This is an optimization exercise on Yosys and OpenROAD, whose aim is small area, a short achievable clock period and few clock cycles per item, not a production implementation. In this exercise RTL edits were held to simulation tests only and were not proved equivalent to the original.

==> run a <==
==> flow/design.v <==
package qr_pkg;
	localparam int R_LEN = 12;
	typedef logic signed [R_LEN-1:0] sample_t;
	function automatic sample_t add_sub(input sample_t x, input sample_t v, input logic d);
		logic [R_LEN:0] s;
		s = {x, 1'b1} + {(d ? v : ~v), ~d};
		add_sub = s[R_LEN:1];
	endfunction
	function automatic sample_t scale_k(input sample_t v);
		logic signed [21:0] w;
		logic signed [21:0] p;
		w = {{10{v[R_LEN-1]}}, v};
		p = (w <<< 8) + (w <<< 6) - (w <<< 3) - w;
		scale_k = p[20:9];
	endfunction
endpackage
module qr_cordic_top
#(
	parameter int ROWS     = 8,
	parameter int ITER_NUM = 12
)
(
	input  logic         clk,
	input  logic         rst,
	input  logic         en,
	input  logic [11:0]  rd_a_data,
	output logic         rd_a,
	output logic [3:0]   rd_a_addr,
	output logic         wr_r,
	output logic [3:0]   wr_r_addr,
	output logic [11:0]  wr_r_data,
	output logic         valid
);
	typedef logic signed [11:0] smp_t;
	logic        busy;
	logic [3:0]  slot;
	logic [12:0] ph;      
	logic [12:0] ph_d;    
	logic       wr_r11;
	logic       wr_r12;
	logic       wr_r22;
	always_ff @(posedge clk or posedge rst) begin
		if (rst) begin
			busy   <= 1'b0;
			valid  <= 1'b0;
			wr_r11 <= 1'b0;
			wr_r12 <= 1'b0;
			wr_r22 <= 1'b0;
		end else begin
			if (en) begin
				busy  <= 1'b1;
				valid <= 1'b0;
			end else if (wr_r22) begin
				busy  <= 1'b0;
				valid <= 1'b1;
			end
			wr_r11 <= busy && (slot == 4'd8) && ph[12];
			wr_r12 <= wr_r11;
			wr_r22 <= busy && (slot == 4'd10) && ph[0];
		end
	end
	assign ph_d = {ph[0], ph[12:1]};
	always_ff @(posedge clk) begin
		if (en) begin
			slot <= '0;
			ph   <= 13'd1 << 11;
		end else begin
			ph <= {ph[11:0], ph[12]};
			if (ph[12]) begin
				slot <= slot + 4'd1;
			end
		end
	end
	assign rd_a      = busy && (slot <= 4'd7) && (ph[11] || ph[12]);
	assign rd_a_addr = {slot[2:0], ph[12]};
	assign wr_r      = wr_r11 | wr_r12 | wr_r22;
	assign wr_r_addr = {2'b00, wr_r22, ~wr_r11};
	smp_t x1, y1, x2, y2, x3, y3;
	logic d1;
	logic d1_q;
	logic d3;
	logic last1;
	logic last2;
	assign last1 = ph[12];
	assign last2 = ph_d[12];
	function automatic smp_t shr(input smp_t v, input logic [12:0] p);
		smp_t t;
		shr = '0;
		for (int i = 0; i < 12; i++) begin
			t   = v >>> i;
			shr = shr | ({12{p[i]}} & t);
		end
	endfunction
	assign d1    = ~y1[11];
	assign d3    = ~y3[11];
	always_ff @(posedge clk) begin
		d1_q <= d1;
	end
	smp_t k13;
	assign k13 = qr_pkg::scale_k(last1 ? x1 : x3);
	always_ff @(posedge clk) begin
		if (last1) begin
			x1 <= (slot == 4'd0) ? '0 : k13;
			y1 <= rd_a_data;
		end else begin
			x1 <= qr_pkg::add_sub(x1, shr(y1, ph), d1);
			y1 <= qr_pkg::add_sub(y1, shr(x1, ph), ~d1);
		end
	end
	always_ff @(posedge clk) begin
		if (last2) begin
			x2 <= (slot == 4'd1) ? '0 : qr_pkg::scale_k(x2);
			y2 <= rd_a_data;
			x3 <= (slot == 4'd2) ? '0 : k13;
			y3 <= qr_pkg::scale_k(y2);
		end else begin
			x2 <= qr_pkg::add_sub(x2, shr(y2, ph_d), d1_q);
			y2 <= qr_pkg::add_sub(y2, shr(x2, ph_d), ~d1_q);
			x3 <= qr_pkg::add_sub(x3, shr(y3, ph_d), d3);
			y3 <= qr_pkg::add_sub(y3, shr(x3, ph_d), ~d3);
		end
	end
	assign wr_r_data = ({12{wr_r11}} & x1) | ({12{wr_r12}} & x2) | ({12{wr_r22}} & x3);
endmodule
==> flow/run.sh <==
#!/bin/bash
# synth_recipe.tcl (not shown) runs the flow's synth.tcl, then flattens the netlist and writes it again
# the make line also repeats each setting of config.mk as NAME=value (left out here)
make -C /OpenROAD-flow-scripts/flow DESIGN_CONFIG=/design/flow/config.mk WORK_HOME=/design/flow/orfs CLKGATE_MAP_FILE= SYNTH_SCRIPT=/design/flow/synth_recipe.tcl finish
==> flow/config.mk <==
export PLATFORM = sky130hd
export DESIGN_NAME = qr_cordic_top
export DESIGN_NICKNAME = qr_cordic_top
export VERILOG_FILES = /design/flow/design.v
export SDC_FILE = /design/flow/constraint.sdc
export NUM_CORES = 4
export LEC_CHECK = 0
export CAP_MARGIN = 20
export CORE_MARGIN = 2
export CORE_UTILIZATION = 40
export SETUP_SLACK_MARGIN = 2.5
export SLEW_MARGIN = 20
==> flow/constraint.sdc <==
create_clock -name core_clock -period 6.5 [get_ports {clk}]
set_input_delay 1.3000 -clock core_clock [delete_from_list [all_inputs] [get_ports {clk}]]
set_output_delay 1.3000 -clock core_clock [all_outputs]
set_load 0.01 [all_outputs]
==> run b (differences from run a) <==
--- a/flow/design.v
+++ b/flow/design.v
@@ -7,10 +7,39 @@
 		add_sub = s[R_LEN:1];
 	endfunction
-	function automatic sample_t scale_k(input sample_t v);
-		logic signed [21:0] w;
-		logic signed [21:0] p;
+	typedef logic [2*R_LEN+2:0] kpart_t;
+	function automatic kpart_t scale_k_p1(input sample_t v, input logic dneg, input logic dnz);
+		logic [21:0] w;
+		logic [21:0] k;
+		logic [21:0] a, b, f, g;
+		logic [21:0] s1, c1, s2, c2, s3, c3;
+		logic [9:0]  lo;
 		w = {{10{v[R_LEN-1]}}, v};
-		p = (w <<< 8) + (w <<< 6) - (w <<< 3) - w;
-		scale_k = p[20:9];
+		k = dnz ? (dneg ? -22'sd309 : 22'sd313) : 22'sd2;
+		a = w << 8;
+		b = w << 6;
+		f = ~(w << 3);
+		g = ~w;
+		s1 = a ^ b ^ f;
+		c1 = ((a & b) | (a & f) | (b & f)) << 1;
+		s2 = s1 ^ c1 ^ g;
+		c2 = ((s1 & c1) | (s1 & g) | (c1 & g)) << 1;
+		s3 = s2 ^ c2 ^ k;
+		c3 = ((s2 & c2) | (s2 & k) | (c2 & k)) << 1;
+		lo = {1'b0, s3[8:0]} + {1'b0, c3[8:0]};
+		scale_k_p1 = {s3[20:9], c3[20:9], lo[9],
+		              dnz & ~dneg & (v == 12'sh7ff), dnz & dneg & (v == 12'sh800)};
+	endfunction
+	function automatic sample_t scale_k_p2(input kpart_t p);
+		logic [R_LEN:0] t;
+		sample_t r;
+		t = {p[26:15], 1'b1} + {p[14:3], p[2]};
+		r = t[R_LEN:1];
+		if (p[1]) begin
+			scale_k_p2 = {11'h592, r[0]};
+		end else if (p[0]) begin
+			scale_k_p2 = {11'h26d, r[0]};
+		end else begin
+			scale_k_p2 = r;
+		end
 	endfunction
 endpackage
@@ -37,4 +66,5 @@
 	logic [12:0] ph;      
 	logic [12:0] ph_d;    
+	logic [12:0] ph_d3;   
 	logic       wr_r11;
 	logic       wr_r12;
@@ -57,8 +87,9 @@
 			wr_r11 <= busy && (slot == 4'd8) && ph[12];
 			wr_r12 <= wr_r11;
-			wr_r22 <= busy && (slot == 4'd10) && ph[0];
+			wr_r22 <= busy && (slot == 4'd10) && ph[2];
 		end
 	end
-	assign ph_d = {ph[0], ph[12:1]};
+	assign ph_d  = {ph[0], ph[12:1]};
+	assign ph_d3 = {ph[2:0], ph[12:3]};
 	always_ff @(posedge clk) begin
 		if (en) begin
@@ -80,8 +111,12 @@
 	logic d1_q;
 	logic d3;
-	logic last1;
-	logic last2;
+	logic last1;    
+	logic last2;    
+	logic last3;    
+	logic last4;    
 	assign last1 = ph[12];
-	assign last2 = ph_d[12];
+	assign last2 = ph[0];
+	assign last3 = ph[1];
+	assign last4 = ph[2];
 	function automatic smp_t shr(input smp_t v, input logic [12:0] p);
 		smp_t t;
@@ -92,14 +127,24 @@
 		end
 	endfunction
-	assign d1    = ~y1[11];
-	assign d3    = ~y3[11];
+	assign d1 = ~y1[11];
+	assign d3 = ~y3[11];
 	always_ff @(posedge clk) begin
 		d1_q <= d1;
 	end
-	smp_t k13;
-	assign k13 = qr_pkg::scale_k(last1 ? x1 : x3);
+	smp_t            k_in;
+	logic            k_nz;
+	logic            k_neg;
+	qr_pkg::kpart_t  k_part;
+	smp_t            k_out;
+	assign k_in  = ({12{ph[11]}} & x1) | ({12{ph[12]}} & x2) | ({12{ph[0]}} & y2) | ({12{ph[1]}} & x3);
+	assign k_nz  = (ph[11] & y1[11]) | (ph[12] & y2[11]) | (ph[1] & y3[11]);
+	assign k_neg = ph[12] & d1_q;
+	always_ff @(posedge clk) begin
+		k_part <= qr_pkg::scale_k_p1(k_in, k_neg, k_nz);
+	end
+	assign k_out = qr_pkg::scale_k_p2(k_part);
 	always_ff @(posedge clk) begin
 		if (last1) begin
-			x1 <= (slot == 4'd0) ? '0 : k13;
+			x1 <= (slot == 4'd0) ? '0 : k_out;
 			y1 <= rd_a_data;
 		end else begin
@@ -110,13 +155,21 @@
 	always_ff @(posedge clk) begin
 		if (last2) begin
-			x2 <= (slot == 4'd1) ? '0 : qr_pkg::scale_k(x2);
+			x2 <= (slot == 4'd1) ? '0 : k_out;
 			y2 <= rd_a_data;
-			x3 <= (slot == 4'd2) ? '0 : k13;
-			y3 <= qr_pkg::scale_k(y2);
 		end else begin
 			x2 <= qr_pkg::add_sub(x2, shr(y2, ph_d), d1_q);
 			y2 <= qr_pkg::add_sub(y2, shr(x2, ph_d), ~d1_q);
-			x3 <= qr_pkg::add_sub(x3, shr(y3, ph_d), d3);
-			y3 <= qr_pkg::add_sub(y3, shr(x3, ph_d), ~d3);
+		end
+	end
+	always_ff @(posedge clk) begin
+		if (last4) begin
+			x3 <= (slot == 4'd2) ? '0 : k_out;
+		end else begin
+			x3 <= qr_pkg::add_sub(x3, shr(y3, ph_d3), d3);
+		end
+		if (last3) begin
+			y3 <= k_out;
+		end else begin
+			y3 <= qr_pkg::add_sub(y3, shr(x3, ph_d3), ~d3);
 		end
 	end
--- a/flow/config.mk
+++ b/flow/config.mk
@@ -8,5 +8,5 @@
 export CAP_MARGIN = 20
 export CORE_MARGIN = 2
-export CORE_UTILIZATION = 40
-export SETUP_SLACK_MARGIN = 2.5
+export CORE_UTILIZATION = 60
+export SETUP_SLACK_MARGIN = 2.7
 export SLEW_MARGIN = 20
==> run c (differences from run a) <==
==> flow/design.v, changed modules only <==
module qr_cordic_top
#(
	parameter int ROWS     = 8,
	parameter int ITER_NUM = 12
)
(
	input  logic         clk,
	input  logic         rst,
	input  logic         en,
	input  logic [11:0]  rd_a_data,
	output logic         rd_a,
	output logic [3:0]   rd_a_addr,
	output logic         wr_r,
	output logic [3:0]   wr_r_addr,
	output logic [11:0]  wr_r_data,
	output logic         valid
);
	typedef logic signed [11:0] smp_t;
	localparam logic [3:0] PH_K = 4'd12;
	logic       busy;
	logic [3:0] slot;
	logic [3:0] ph;       
	logic [3:0] ph_d;     
	logic       wr_r11;
	logic       wr_r12;
	logic       wr_r22;
	always_ff @(posedge clk or posedge rst) begin
		if (rst) begin
			busy   <= 1'b0;
			valid  <= 1'b0;
			wr_r11 <= 1'b0;
			wr_r12 <= 1'b0;
			wr_r22 <= 1'b0;
		end else begin
			if (en) begin
				busy  <= 1'b1;
				valid <= 1'b0;
			end else if (wr_r22) begin
				busy  <= 1'b0;
				valid <= 1'b1;
			end
			wr_r11 <= busy && (slot == 4'd8) && (ph == PH_K);
			wr_r12 <= wr_r11;
			wr_r22 <= busy && (slot == 4'd10) && (ph == 4'd0);
		end
	end
	always_ff @(posedge clk) begin
		ph_d  <= ph;
		last1 <= en || (ph == 4'd11);
		last2 <= last1;
		if (en) begin
			slot <= '0;
			ph   <= PH_K;
		end else if (ph == PH_K) begin
			ph   <= '0;
			slot <= slot + 4'd1;
		end else begin
			ph <= ph + 4'd1;
		end
	end
	logic rd_row;
	assign rd_row    = busy && (slot <= 4'd7) && (ph == PH_K);
	assign rd_a      = en | rd_row | (busy && (slot <= 4'd7) && (ph == 4'd11));
	assign rd_a_addr = en ? 4'b0000 : {slot[2:0], rd_row};
	assign wr_r      = wr_r11 | wr_r12 | wr_r22;
	assign wr_r_addr = {2'b00, wr_r22, ~wr_r11};
	smp_t x1, y1, x2, y2, x3, y3;
	logic d1;
	logic d1_q;
	logic d3;
	logic last1;
	logic last2;
	assign d1    = ~y1[11];
	assign d3    = ~y3[11];
	always_ff @(posedge clk) begin
		d1_q <= d1;
	end
	smp_t k13;
	assign k13 = qr_pkg::scale_k(last1 ? x1 : x3);
	always_ff @(posedge clk) begin
		if (last1) begin
			x1 <= (slot == 4'd0) ? '0 : k13;
			y1 <= rd_a_data;
		end else begin
			x1 <= qr_pkg::add_sub(x1, y1 >>> ph, d1);
			y1 <= qr_pkg::add_sub(y1, x1 >>> ph, ~d1);
		end
	end
	always_ff @(posedge clk) begin
		if (last2) begin
			x2 <= (slot == 4'd1) ? '0 : qr_pkg::scale_k(x2);
			y2 <= rd_a_data;
			x3 <= (slot == 4'd2) ? '0 : k13;
			y3 <= qr_pkg::scale_k(y2);
		end else begin
			x2 <= qr_pkg::add_sub(x2, y2 >>> ph_d, d1_q);
			y2 <= qr_pkg::add_sub(y2, x2 >>> ph_d, ~d1_q);
			x3 <= qr_pkg::add_sub(x3, y3 >>> ph_d, d3);
			y3 <= qr_pkg::add_sub(y3, x3 >>> ph_d, ~d3);
		end
	end
	assign wr_r_data = ({12{wr_r11}} & x1) | ({12{wr_r12}} & x2) | ({12{wr_r22}} & x3);
endmodule
--- a/flow/config.mk
+++ b/flow/config.mk
@@ -6,7 +6,7 @@
 export NUM_CORES = 4
 export LEC_CHECK = 0
+export ABC_AREA = 1
 export CAP_MARGIN = 20
 export CORE_MARGIN = 2
 export CORE_UTILIZATION = 40
-export SETUP_SLACK_MARGIN = 2.5
 export SLEW_MARGIN = 20
==> run d (differences from run a) <==
--- a/flow/design.v
+++ b/flow/design.v
@@ -7,10 +7,39 @@
 		add_sub = s[R_LEN:1];
 	endfunction
-	function automatic sample_t scale_k(input sample_t v);
-		logic signed [21:0] w;
-		logic signed [21:0] p;
+	typedef logic [2*R_LEN+2:0] kpart_t;
+	function automatic kpart_t scale_k_p1(input sample_t v, input logic dneg, input logic dnz);
+		logic [21:0] w;
+		logic [21:0] k;
+		logic [21:0] a, b, f, g;
+		logic [21:0] s1, c1, s2, c2, s3, c3;
+		logic [9:0]  lo;
 		w = {{10{v[R_LEN-1]}}, v};
-		p = (w <<< 8) + (w <<< 6) - (w <<< 3) - w;
-		scale_k = p[20:9];
+		k = dnz ? (dneg ? -22'sd309 : 22'sd313) : 22'sd2;
+		a = w << 8;
+		b = w << 6;
+		f = ~(w << 3);
+		g = ~w;
+		s1 = a ^ b ^ f;
+		c1 = ((a & b) | (a & f) | (b & f)) << 1;
+		s2 = s1 ^ c1 ^ g;
+		c2 = ((s1 & c1) | (s1 & g) | (c1 & g)) << 1;
+		s3 = s2 ^ c2 ^ k;
+		c3 = ((s2 & c2) | (s2 & k) | (c2 & k)) << 1;
+		lo = {1'b0, s3[8:0]} + {1'b0, c3[8:0]};
+		scale_k_p1 = {s3[20:9], c3[20:9], lo[9],
+		              dnz & ~dneg & (v == 12'sh7ff), dnz & dneg & (v == 12'sh800)};
+	endfunction
+	function automatic sample_t scale_k_p2(input kpart_t p);
+		logic [R_LEN:0] t;
+		sample_t r;
+		t = {p[26:15], 1'b1} + {p[14:3], p[2]};
+		r = t[R_LEN:1];
+		if (p[1]) begin
+			scale_k_p2 = {11'h592, r[0]};
+		end else if (p[0]) begin
+			scale_k_p2 = {11'h26d, r[0]};
+		end else begin
+			scale_k_p2 = r;
+		end
 	endfunction
 endpackage
@@ -37,4 +66,5 @@
 	logic [12:0] ph;      
 	logic [12:0] ph_d;    
+	logic [12:0] ph_d3;   
 	logic       wr_r11;
 	logic       wr_r12;
@@ -57,8 +87,9 @@
 			wr_r11 <= busy && (slot == 4'd8) && ph[12];
 			wr_r12 <= wr_r11;
-			wr_r22 <= busy && (slot == 4'd10) && ph[0];
+			wr_r22 <= busy && (slot == 4'd10) && ph[2];
 		end
 	end
-	assign ph_d = {ph[0], ph[12:1]};
+	assign ph_d  = {ph[0], ph[12:1]};
+	assign ph_d3 = {ph[2:0], ph[12:3]};
 	always_ff @(posedge clk) begin
 		if (en) begin
@@ -80,8 +111,12 @@
 	logic d1_q;
 	logic d3;
-	logic last1;
-	logic last2;
+	logic last1;    
+	logic last2;    
+	logic last3;    
+	logic last4;    
 	assign last1 = ph[12];
-	assign last2 = ph_d[12];
+	assign last2 = ph[0];
+	assign last3 = ph[1];
+	assign last4 = ph[2];
 	function automatic smp_t shr(input smp_t v, input logic [12:0] p);
 		smp_t t;
@@ -92,14 +127,24 @@
 		end
 	endfunction
-	assign d1    = ~y1[11];
-	assign d3    = ~y3[11];
+	assign d1 = ~y1[11];
+	assign d3 = ~y3[11];
 	always_ff @(posedge clk) begin
 		d1_q <= d1;
 	end
-	smp_t k13;
-	assign k13 = qr_pkg::scale_k(last1 ? x1 : x3);
+	smp_t            k_in;
+	logic            k_nz;
+	logic            k_neg;
+	qr_pkg::kpart_t  k_part;
+	smp_t            k_out;
+	assign k_in  = ({12{ph[11]}} & x1) | ({12{ph[12]}} & x2) | ({12{ph[0]}} & y2) | ({12{ph[1]}} & x3);
+	assign k_nz  = (ph[11] & y1[11]) | (ph[12] & y2[11]) | (ph[1] & y3[11]);
+	assign k_neg = ph[12] & d1_q;
+	always_ff @(posedge clk) begin
+		k_part <= qr_pkg::scale_k_p1(k_in, k_neg, k_nz);
+	end
+	assign k_out = qr_pkg::scale_k_p2(k_part);
 	always_ff @(posedge clk) begin
 		if (last1) begin
-			x1 <= (slot == 4'd0) ? '0 : k13;
+			x1 <= (slot == 4'd0) ? '0 : k_out;
 			y1 <= rd_a_data;
 		end else begin
@@ -110,13 +155,21 @@
 	always_ff @(posedge clk) begin
 		if (last2) begin
-			x2 <= (slot == 4'd1) ? '0 : qr_pkg::scale_k(x2);
+			x2 <= (slot == 4'd1) ? '0 : k_out;
 			y2 <= rd_a_data;
-			x3 <= (slot == 4'd2) ? '0 : k13;
-			y3 <= qr_pkg::scale_k(y2);
 		end else begin
 			x2 <= qr_pkg::add_sub(x2, shr(y2, ph_d), d1_q);
 			y2 <= qr_pkg::add_sub(y2, shr(x2, ph_d), ~d1_q);
-			x3 <= qr_pkg::add_sub(x3, shr(y3, ph_d), d3);
-			y3 <= qr_pkg::add_sub(y3, shr(x3, ph_d), ~d3);
+		end
+	end
+	always_ff @(posedge clk) begin
+		if (last4) begin
+			x3 <= (slot == 4'd2) ? '0 : k_out;
+		end else begin
+			x3 <= qr_pkg::add_sub(x3, shr(y3, ph_d3), d3);
+		end
+		if (last3) begin
+			y3 <= k_out;
+		end else begin
+			y3 <= qr_pkg::add_sub(y3, shr(x3, ph_d3), ~d3);
 		end
 	end
--- a/flow/config.mk
+++ b/flow/config.mk
@@ -9,4 +9,4 @@
 export CORE_MARGIN = 2
 export CORE_UTILIZATION = 40
-export SETUP_SLACK_MARGIN = 2.5
+export SETUP_SLACK_MARGIN = 2.9
 export SLEW_MARGIN = 20
==> summary.txt <==
First-iteration DRC count: run a is lower than run d (14%). In run b the routed wire length is lower than in run d, by 3.3%. Count of clock-buffer cells in the layout: run a < run c < run b < run d. Register-to-register slack: run c < run a < run b < run d. In run c the area after synthesis is larger than in run b, by about 14%. In run b the core utilization is higher than in run d, by 21 points. The lowest worst hold slack belongs to run b, the highest to run c. Final cell count, highest first: run c, run a, run d, run b. Die area, lowest first: run b, run d, run a, run c.
Testbench counts of run a, summed over its fixed seeds: cycles 15,632, items 128.
Testbench counts of run b, summed over its fixed seeds: cycles 15,888, items 128.
Testbench counts of run c, summed over its fixed seeds: cycles 15,504, items 128.
Testbench counts of run d, summed over its fixed seeds: cycles 15,888, items 128.

==> static timing again, ports no longer ideal <==
In the flow no input, the clock included, has a driving cell. The finished layouts below were timed again as built, in two steps. Step 1 (the two cells are an assumption about what drives the block):
set clk [get_ports {clk}]
set_driving_cell -lib_cell sky130_fd_sc_hd__clkbuf_16 $clk
set_driving_cell -lib_cell sky130_fd_sc_hd__buf_2 [delete_from_list [all_inputs] $clk]
Step 2 times the ports against the registers' clock, not the clock port: input delays grow and output delays shrink by t, the midpoint of the rising clock arrivals with the driver on. Three values: ideal ports, drivers, drivers and shift; two values: the first two.
run	t, ns	setup WS [ns]	clock arrival spread, ns	slew at the worst register clock pin (ns)	pins driven straight from the clock port
run a	0.414	2.602 / 2.602 / 2.602	0.014 / 0.014	0.09 / 0.09	1
run b	0.478	2.780 / 2.780 / 2.780	0.012 / 0.012	0.07 / 0.07	1
run c	0.420	1.940 / 1.887 / 2.081	0.015 / 0.015	0.08 / 0.08	1
run d	0.481	2.871 / 2.820 / 2.953	0.013 / 0.013	0.07 / 0.07	1
After both steps setup and hold are still met in every run listed.
